Context: an optimization exercise on an open-source flow, tuned for small area. The choices shown serve that exercise and are no tape-out recipe. Where RTL was checked, it was by simulation tests only, not by an equivalence proof against the original.

==> branch tundra: inputs <==
==> flow/design.v <==
module regfile_bypass_wsel #(
  parameter int W = 32
) (
  input  logic         sel_b_i,
  input  logic [W-1:0] b_i,
  input  logic         sel_a_i,
  input  logic [W-1:0] a_i,
  input  logic         hold_i,
  input  logic [W-1:0] q_i,
  output logic [W-1:0] d_o
);
  assign d_o = ({W{sel_b_i}} & b_i) | ({W{sel_a_i}} & a_i) | ({W{hold_i}} & q_i);
endmodule
module regfile_bypass_aoi222 #(
  parameter int W = 32
) (
  input  logic         s0_i,
  input  logic [W-1:0] d0_i,
  input  logic         s1_i,
  input  logic [W-1:0] d1_i,
  input  logic         s2_i,
  input  logic [W-1:0] d2_i,
  output logic [W-1:0] y_o
);
  assign y_o = ~(({W{s0_i}} & d0_i) | ({W{s1_i}} & d1_i) | ({W{s2_i}} & d2_i));
endmodule
module regfile_bypass_nand #(
  parameter int W = 32,
  parameter int N = 4
) (
  input  logic [N*W-1:0] a_i,
  output logic [W-1:0]   y_o
);
  always_comb begin
    y_o = '1;
    for (int n = 0; n < N; n++) y_o = y_o & a_i[n*W +: W];
    y_o = ~y_o;
  end
endmodule
module regfile_bypass_or #(
  parameter int W = 32,
  parameter int N = 3
) (
  input  logic [N*W-1:0] a_i,
  output logic [W-1:0]   y_o
);
  always_comb begin
    y_o = '0;
    for (int n = 0; n < N; n++) y_o = y_o | a_i[n*W +: W];
  end
endmodule
module regfile_bypass_rsel #(
  parameter int W = 32,
  parameter int N = 33
) (
  input  logic [N-1:0]   sel_i,
  input  logic [N*W-1:0] src_i,
  output logic [W-1:0]   d_o
);
  localparam int NG  = (N + 2) / 3;         
  localparam int NN  = (NG + 3) / 4;        
  localparam int NP  = NG * 3;
  logic [NP-1:0]   sel;
  logic [NP*W-1:0] src;
  logic [NG*W-1:0] g;
  logic [NN*W-1:0] h;
  assign sel = NP'(sel_i);
  assign src = (NP*W)'(src_i);
  for (genvar j = 0; j < NG; j++) begin : g_aoi
    regfile_bypass_aoi222 #(.W(W)) u_aoi (
      .s0_i(sel[3*j]),   .d0_i(src[(3*j)*W +: W]),
      .s1_i(sel[3*j+1]), .d1_i(src[(3*j+1)*W +: W]),
      .s2_i(sel[3*j+2]), .d2_i(src[(3*j+2)*W +: W]),
      .y_o (g[j*W +: W])
    );
  end
  for (genvar m = 0; m < NN; m++) begin : g_nand
    localparam int LO = 4 * m;
    localparam int CNT = (NG - LO < 4) ? (NG - LO) : 4;
    regfile_bypass_nand #(.W(W), .N(CNT)) u_nand (
      .a_i(g[LO*W +: CNT*W]),
      .y_o(h[m*W +: W])
    );
  end
  regfile_bypass_or #(.W(W), .N(NN)) u_or (
    .a_i(h),
    .y_o(d_o)
  );
endmodule
module regfile_bypass #(
  parameter int DATA_W   = 32,
  parameter int ADDR_W   = 5,
  parameter int NUM_RD   = 4,
  parameter int ZERO_REG = 1
) (
  input  logic                       clk_i,
  input  logic                       rst_n_i,
  input  logic [NUM_RD*ADDR_W-1:0]   rd_addr_i,
  output logic [NUM_RD*DATA_W-1:0]   rd_data_o,
  output logic [NUM_RD-1:0]          rd_busy_o,
  input  logic                       wa_en_i,
  input  logic [ADDR_W-1:0]          wa_addr_i,
  input  logic [DATA_W-1:0]          wa_data_i,
  input  logic                       wb_en_i,
  input  logic [ADDR_W-1:0]          wb_addr_i,
  input  logic [DATA_W-1:0]          wb_data_i,
  input  logic                       rsv_en_i,
  input  logic [ADDR_W-1:0]          rsv_addr_i,
  output logic                       conflict_o
);
  localparam int DEPTH = 1 << ADDR_W;
  localparam int FIRST = (ZERO_REG != 0) ? 1 : 0;
  localparam int NREG  = DEPTH - FIRST;       
  localparam int NSRC  = NREG + 2;            
  logic [DATA_W-1:0] mem_q [DEPTH];
  logic [DEPTH-1:0]  valid_q;
  logic [DEPTH-1:0]  busy_q;
  logic              conflict_q;
  logic wa_ok;
  logic wb_ok;
  logic rsv_ok;
  function automatic logic is_zero(input logic [ADDR_W-1:0] a);
    is_zero = (ZERO_REG != 0) && (a == '0);
  endfunction
  assign wa_ok  = wa_en_i  && !is_zero(wa_addr_i);
  assign wb_ok  = wb_en_i  && !is_zero(wb_addr_i);
  assign rsv_ok = rsv_en_i && !is_zero(rsv_addr_i);
  for (genvar i = 0; i < DEPTH; i++) begin : g_reg
    if (i < FIRST) begin : g_zero
      assign mem_q[i]   = '0;
      assign valid_q[i] = 1'b0;
      assign busy_q[i]  = 1'b0;
    end else begin : g_real
      logic              wa_hit;
      logic              wb_hit;
      logic              rsv_hit;
      logic              wa_sel;
      logic              hold;
      logic [DATA_W-1:0] data_d;
      logic [DATA_W-1:0] data_q;
      logic              valid_r;
      logic              busy_r;
      assign wa_hit  = wa_ok  && (wa_addr_i  == ADDR_W'(i));
      assign wb_hit  = wb_ok  && (wb_addr_i  == ADDR_W'(i));
      assign rsv_hit = rsv_ok && (rsv_addr_i == ADDR_W'(i));
      assign wa_sel  = wa_hit && !wb_hit;
      assign hold    = !(wa_hit || wb_hit);
      regfile_bypass_wsel #(.W(DATA_W)) u_wsel (
        .sel_b_i(wb_hit), .b_i(wb_data_i),
        .sel_a_i(wa_sel), .a_i(wa_data_i),
        .hold_i (hold),   .q_i(data_q),
        .d_o    (data_d)
      );
      always_ff @(posedge clk_i) begin
        data_q <= data_d;
      end
      always_ff @(posedge clk_i or negedge rst_n_i) begin
        if (!rst_n_i) begin
          valid_r <= 1'b0;
          busy_r  <= 1'b0;
        end else begin
          valid_r <= valid_r || !hold;
          busy_r  <= rsv_hit || (busy_r && hold);
        end
      end
      assign mem_q[i]   = data_q;
      assign valid_q[i] = valid_r;
      assign busy_q[i]  = busy_r;
    end
  end
  always_ff @(posedge clk_i or negedge rst_n_i) begin
    if (!rst_n_i) begin
      conflict_q <= 1'b0;
    end else begin
      conflict_q <= wa_ok && wb_ok && (wa_addr_i == wb_addr_i);
    end
  end
  assign conflict_o = conflict_q;
  for (genvar k = 0; k < NUM_RD; k++) begin : g_rd
    logic [ADDR_W-1:0] ra;
    logic              wa_m;
    logic              wb_m;
    logic              rsv_m;
    logic              sel_r;
    logic [NSRC-1:0]   sel;
    logic [NSRC*DATA_W-1:0] src;
    logic              busy;
    assign ra    = rd_addr_i[k*ADDR_W +: ADDR_W];
    assign wa_m  = wa_ok  && (wa_addr_i  == ra);
    assign wb_m  = wb_ok  && (wb_addr_i  == ra);
    assign rsv_m = rsv_ok && (rsv_addr_i == ra);
    assign sel_r = rst_n_i && !wa_m && !wb_m;
    always_comb begin
      busy = 1'b0;
      for (int i = FIRST; i < DEPTH; i++) begin
        sel[i-FIRST] = sel_r && (ra == ADDR_W'(i)) && valid_q[i];
        src[(i-FIRST)*DATA_W +: DATA_W] = mem_q[i];
        busy = busy | ((ra == ADDR_W'(i)) && busy_q[i]);
      end
      sel[NREG]   = rst_n_i && wa_m && !wb_m;
      src[NREG*DATA_W +: DATA_W] = wa_data_i;
      sel[NREG+1] = rst_n_i && wb_m;
      src[(NREG+1)*DATA_W +: DATA_W] = wb_data_i;
      busy = busy && rst_n_i && !((wa_m || wb_m) && !rsv_m);
    end
    regfile_bypass_rsel #(.W(DATA_W), .N(NSRC)) u_rsel (
      .sel_i(sel), .src_i(src), .d_o(rd_data_o[k*DATA_W +: DATA_W])
    );
    assign rd_busy_o[k] = busy;
  end
endmodule
==> flow/run.sh <==
#!/bin/bash
# synth_recipe.tcl (not shown) runs the flow's synth.tcl, then flattens the netlist and writes it again
# the make line also repeats each setting of config.mk as NAME=value (left out here)
make -C /OpenROAD-flow-scripts/flow DESIGN_CONFIG=/design/flow/config.mk WORK_HOME=/design/flow/orfs CLKGATE_MAP_FILE= SYNTH_SCRIPT=/design/flow/synth_recipe.tcl finish
==> flow/config.mk <==
export PLATFORM = sky130hd
export DESIGN_NAME = regfile_bypass
export DESIGN_NICKNAME = regfile_bypass
export VERILOG_FILES = /design/flow/design.v
export SDC_FILE = /design/flow/constraint.sdc
export NUM_CORES = 4
export LEC_CHECK = 0
export CAP_MARGIN = 20
export CORE_MARGIN = 2
export CORE_UTILIZATION = 70
export PLACE_DENSITY = 0.8
export SLEW_MARGIN = 20
export SYNTH_HIERARCHICAL = 1
==> flow/constraint.sdc <==
create_clock -name core_clock -period 10.0 [get_ports {clk_i}]
set_input_delay 2.0000 -clock core_clock [delete_from_list [all_inputs] [get_ports {clk_i}]]
set_output_delay 2.0000 -clock core_clock [all_outputs]
set_load 0.01 [all_outputs]
==> branch maple: changes against branch tundra <==
==> flow/design.v (replaced) <==
module regfile_bypass #(
  parameter int DATA_W   = 32,
  parameter int ADDR_W   = 5,
  parameter int NUM_RD   = 4,
  parameter int ZERO_REG = 1
) (
  input  logic                       clk_i,
  input  logic                       rst_n_i,
  input  logic [NUM_RD*ADDR_W-1:0]   rd_addr_i,
  output logic [NUM_RD*DATA_W-1:0]   rd_data_o,
  output logic [NUM_RD-1:0]          rd_busy_o,
  input  logic                       wa_en_i,
  input  logic [ADDR_W-1:0]          wa_addr_i,
  input  logic [DATA_W-1:0]          wa_data_i,
  input  logic                       wb_en_i,
  input  logic [ADDR_W-1:0]          wb_addr_i,
  input  logic [DATA_W-1:0]          wb_data_i,
  input  logic                       rsv_en_i,
  input  logic [ADDR_W-1:0]          rsv_addr_i,
  output logic                       conflict_o
);
  localparam int DEPTH = 1 << ADDR_W;
  logic [DATA_W-1:0] mem_q [DEPTH];
  logic [DEPTH-1:0]  busy_q;
  logic              conflict_q;
  logic wa_ok;
  logic wb_ok;
  logic rsv_ok;
  function automatic logic is_zero(input logic [ADDR_W-1:0] a);
    is_zero = (ZERO_REG != 0) && (a == '0);
  endfunction
  always_comb begin
    wa_ok  = wa_en_i  && !is_zero(wa_addr_i);
    wb_ok  = wb_en_i  && !is_zero(wb_addr_i);
    rsv_ok = rsv_en_i && !is_zero(rsv_addr_i);
  end
  for (genvar i = 0; i < DEPTH; i++) begin : g_reg
    logic wa_hit;
    logic wb_hit;
    logic rsv_hit;
    assign wa_hit  = wa_ok  && (wa_addr_i  == ADDR_W'(i));
    assign wb_hit  = wb_ok  && (wb_addr_i  == ADDR_W'(i));
    assign rsv_hit = rsv_ok && (rsv_addr_i == ADDR_W'(i));
    always_ff @(posedge clk_i or negedge rst_n_i) begin
      if (!rst_n_i) begin
        mem_q[i]  <= '0;
        busy_q[i] <= 1'b0;
      end else begin
        if (wb_hit) begin
          mem_q[i] <= wb_data_i;
        end else if (wa_hit) begin
          mem_q[i] <= wa_data_i;
        end
        if (rsv_hit) begin
          busy_q[i] <= 1'b1;
        end else if (wa_hit || wb_hit) begin
          busy_q[i] <= 1'b0;
        end
      end
    end
  end
  always_ff @(posedge clk_i or negedge rst_n_i) begin
    if (!rst_n_i) begin
      conflict_q <= 1'b0;
    end else begin
      conflict_q <= wa_ok && wb_ok && (wa_addr_i == wb_addr_i);
    end
  end
  assign conflict_o = conflict_q;
  for (genvar k = 0; k < NUM_RD; k++) begin : g_rd
    logic [ADDR_W-1:0] ra;
    logic [DATA_W-1:0] data;
    logic              busy;
    logic              wa_m;
    logic              wb_m;
    logic              rsv_m;
    assign ra    = rd_addr_i[k*ADDR_W +: ADDR_W];
    assign wa_m  = wa_ok  && (wa_addr_i  == ra);
    assign wb_m  = wb_ok  && (wb_addr_i  == ra);
    assign rsv_m = rsv_ok && (rsv_addr_i == ra);
    always_comb begin
      data = mem_q[ra];
      busy = busy_q[ra];
      if (wb_m) begin
        data = wb_data_i;
      end else if (wa_m) begin
        data = wa_data_i;
      end
      if ((wa_m || wb_m) && !rsv_m) begin
        busy = 1'b0;
      end
      if (!rst_n_i || is_zero(ra)) begin
        data = '0;
        busy = 1'b0;
      end
    end
    assign rd_data_o[k*DATA_W +: DATA_W] = data;
    assign rd_busy_o[k]                  = busy;
  end
endmodule
--- a/flow/config.mk
+++ b/flow/config.mk
@@ -9,5 +9,4 @@
 export CORE_MARGIN = 2
-export CORE_UTILIZATION = 70
-export PLACE_DENSITY = 0.8
+export CORE_UTILIZATION = 15
+export PLACE_DENSITY = 0.25
 export SLEW_MARGIN = 20
-export SYNTH_HIERARCHICAL = 1
==> branch nickel: changes against branch tundra <==
--- a/flow/design.v
+++ b/flow/design.v
@@ -184,5 +184,8 @@
     logic              sel_r;
+    logic              busy_en;
+    logic [NREG-1:0]   dec;
     logic [NSRC-1:0]   sel;
     logic [NSRC*DATA_W-1:0] src;
-    logic              busy;
+    logic [NREG-1:0]   busy_src;
+    logic              busy_any;
     assign ra    = rd_addr_i[k*ADDR_W +: ADDR_W];
@@ -192,8 +195,9 @@
     assign sel_r = rst_n_i && !wa_m && !wb_m;
+    assign busy_en = rst_n_i && !((wa_m || wb_m) && !rsv_m);
     always_comb begin
-      busy = 1'b0;
       for (int i = FIRST; i < DEPTH; i++) begin
-        sel[i-FIRST] = sel_r && (ra == ADDR_W'(i)) && valid_q[i];
+        dec[i-FIRST] = (ra == ADDR_W'(i));
+        sel[i-FIRST] = sel_r && dec[i-FIRST] && valid_q[i];
         src[(i-FIRST)*DATA_W +: DATA_W] = mem_q[i];
-        busy = busy | ((ra == ADDR_W'(i)) && busy_q[i]);
+        busy_src[i-FIRST] = busy_q[i];
       end
@@ -203,3 +207,2 @@
       src[(NREG+1)*DATA_W +: DATA_W] = wb_data_i;
-      busy = busy && rst_n_i && !((wa_m || wb_m) && !rsv_m);
     end
@@ -208,4 +211,7 @@
     );
-    assign rd_busy_o[k] = busy;
-  end
-endmodule
+    regfile_bypass_rsel #(.W(1), .N(NREG)) u_bsel (
+      .sel_i(dec), .src_i(busy_src), .d_o(busy_any)
+    );
+    assign rd_busy_o[k] = busy_any && busy_en;
+  end
+endmodule
==> flow/flow/run.sh (new file) <==
#!/bin/bash
# Standard ORFS layout with a leaner clock tree (no dummy loads, larger
# sink clusters) and small port buffers. Each step's full log is under
# orfs/logs/; make's own output goes to flow.log.
set -uo pipefail
export CTS_ARGS="-sink_clustering_enable -repair_clock_nets -dont_use_dummy_load -buf_list sky130_fd_sc_hd__clkbuf_16 -sink_clustering_size 20 -sink_clustering_max_diameter 100"
export BUFFER_PORTS_ARGS="-buffer_cell sky130_fd_sc_hd__buf_2"
bash standard.sh > flow.log 2>&1
rc=$?
tail -40 flow.log
exit $rc
==> flow/standard.sh (new file) <==
#!/bin/bash
# synth_recipe.tcl (not shown) runs the flow's synth.tcl, then flattens the netlist and writes it again
# the make line also repeats each setting of config.mk as NAME=value (left out here)
make -C /OpenROAD-flow-scripts/flow DESIGN_CONFIG=/design/flow/config.mk WORK_HOME=/design/flow/orfs CLKGATE_MAP_FILE= SYNTH_SCRIPT=/design/flow/synth_recipe.tcl "${@:-finish}"
--- a/flow/config.mk
+++ b/flow/config.mk
@@ -8,5 +8,8 @@
 export CAP_MARGIN = 20
+export CELL_PAD_IN_SITES_DETAIL_PLACEMENT = 1
+export CELL_PAD_IN_SITES_GLOBAL_PLACEMENT = 1
 export CORE_MARGIN = 2
-export CORE_UTILIZATION = 70
-export PLACE_DENSITY = 0.8
+export CORE_UTILIZATION = 25
+export GPL_ROUTABILITY_DRIVEN = 1
+export PLACE_DENSITY = 0.3
 export SLEW_MARGIN = 20
removed: flow/run.sh
==> flow_metrics.tcl <==
set metrics [dict create \
    status "stopped before the end" \
    haltStage "5_1_grt" \
    tool.error "[ERROR GRT-0116] Global routing finished with congestion. Check the congestion regions in the DRC Viewer." \
    synth_cell_types 81 \
    fp-row-count 110 \
    syn_inst 6538 \
    gp_congestion 1.18 \
    synth_top_area_frac 0.379 \
    die_x_um 305 \
    cts_num_sinks 1055 \
    grt_usage 0.895 \
    dp_hpwl_um 231000 \
]
(the above is from branch tundra)
==> flow_metrics.tcl <==
set metrics [dict create \
    status "no timing/DRC/antenna violations" \
    gp_congestion 1.01 \
    synth_simple_gate_area_frac 0.137 \
    synth_top_area_frac 0.340 \
    grt_usage 0.360 \
    die_x_um 724 \
    dp_hpwl_um 662000 \
    reg2reg_depth 2 \
    viasPerCell 6.21 \
    synth_cell_types 81 \
]
(the above is from branch maple)
==> flow_metrics.tcl <==
set metrics [dict create \
    cts_num_sinks 1055 \
    dp_hpwl_um 375000 \
    grt_usage 0.430 \
    synth_cell_types 46 \
    fp-row-count 184 \
    die_x_um 506 \
    syn_inst 6513 \
    synth_top_area_frac 0.388 \
    gp_congestion 0.947 \
    p_per_area_nw_per_um2 187 \
    status "no timing/DRC/antenna violations" \
]
(the above is from branch nickel)
No functional check of the RTL was part of branch maple.

[what the ideal ports hide]
The flow's constraints put no driver on any port. The routed layouts listed below were extracted and timed again, unchanged, in two steps. Step 1 sets driving cells, clkbuf_16 on the clock port and buf_2 on the other inputs (assumed; they add their load-dependent delay and slew). Step 2 also shifts input and output timing later by t, the mid clock arrival at the registers, as if the neighbouring blocks saw the same clock. a / b / c = ideal ports / drivers / drivers and shift; a / b = the first two.
run | t (ns) | setup slack, ns | hold slack, ns | clock arrival spread, ns
branch maple | 1.079 | 0.459 / 0.433 / 0.433 | 0.375 / 0.375 / 0.375 | 0.097 / 0.097
branch nickel | 0.890 | 1.009 / 0.983 / 0.983 | 0.529 / 0.529 / 0.529 | 0.105 / 0.105
After both steps every run listed still meets setup and hold.
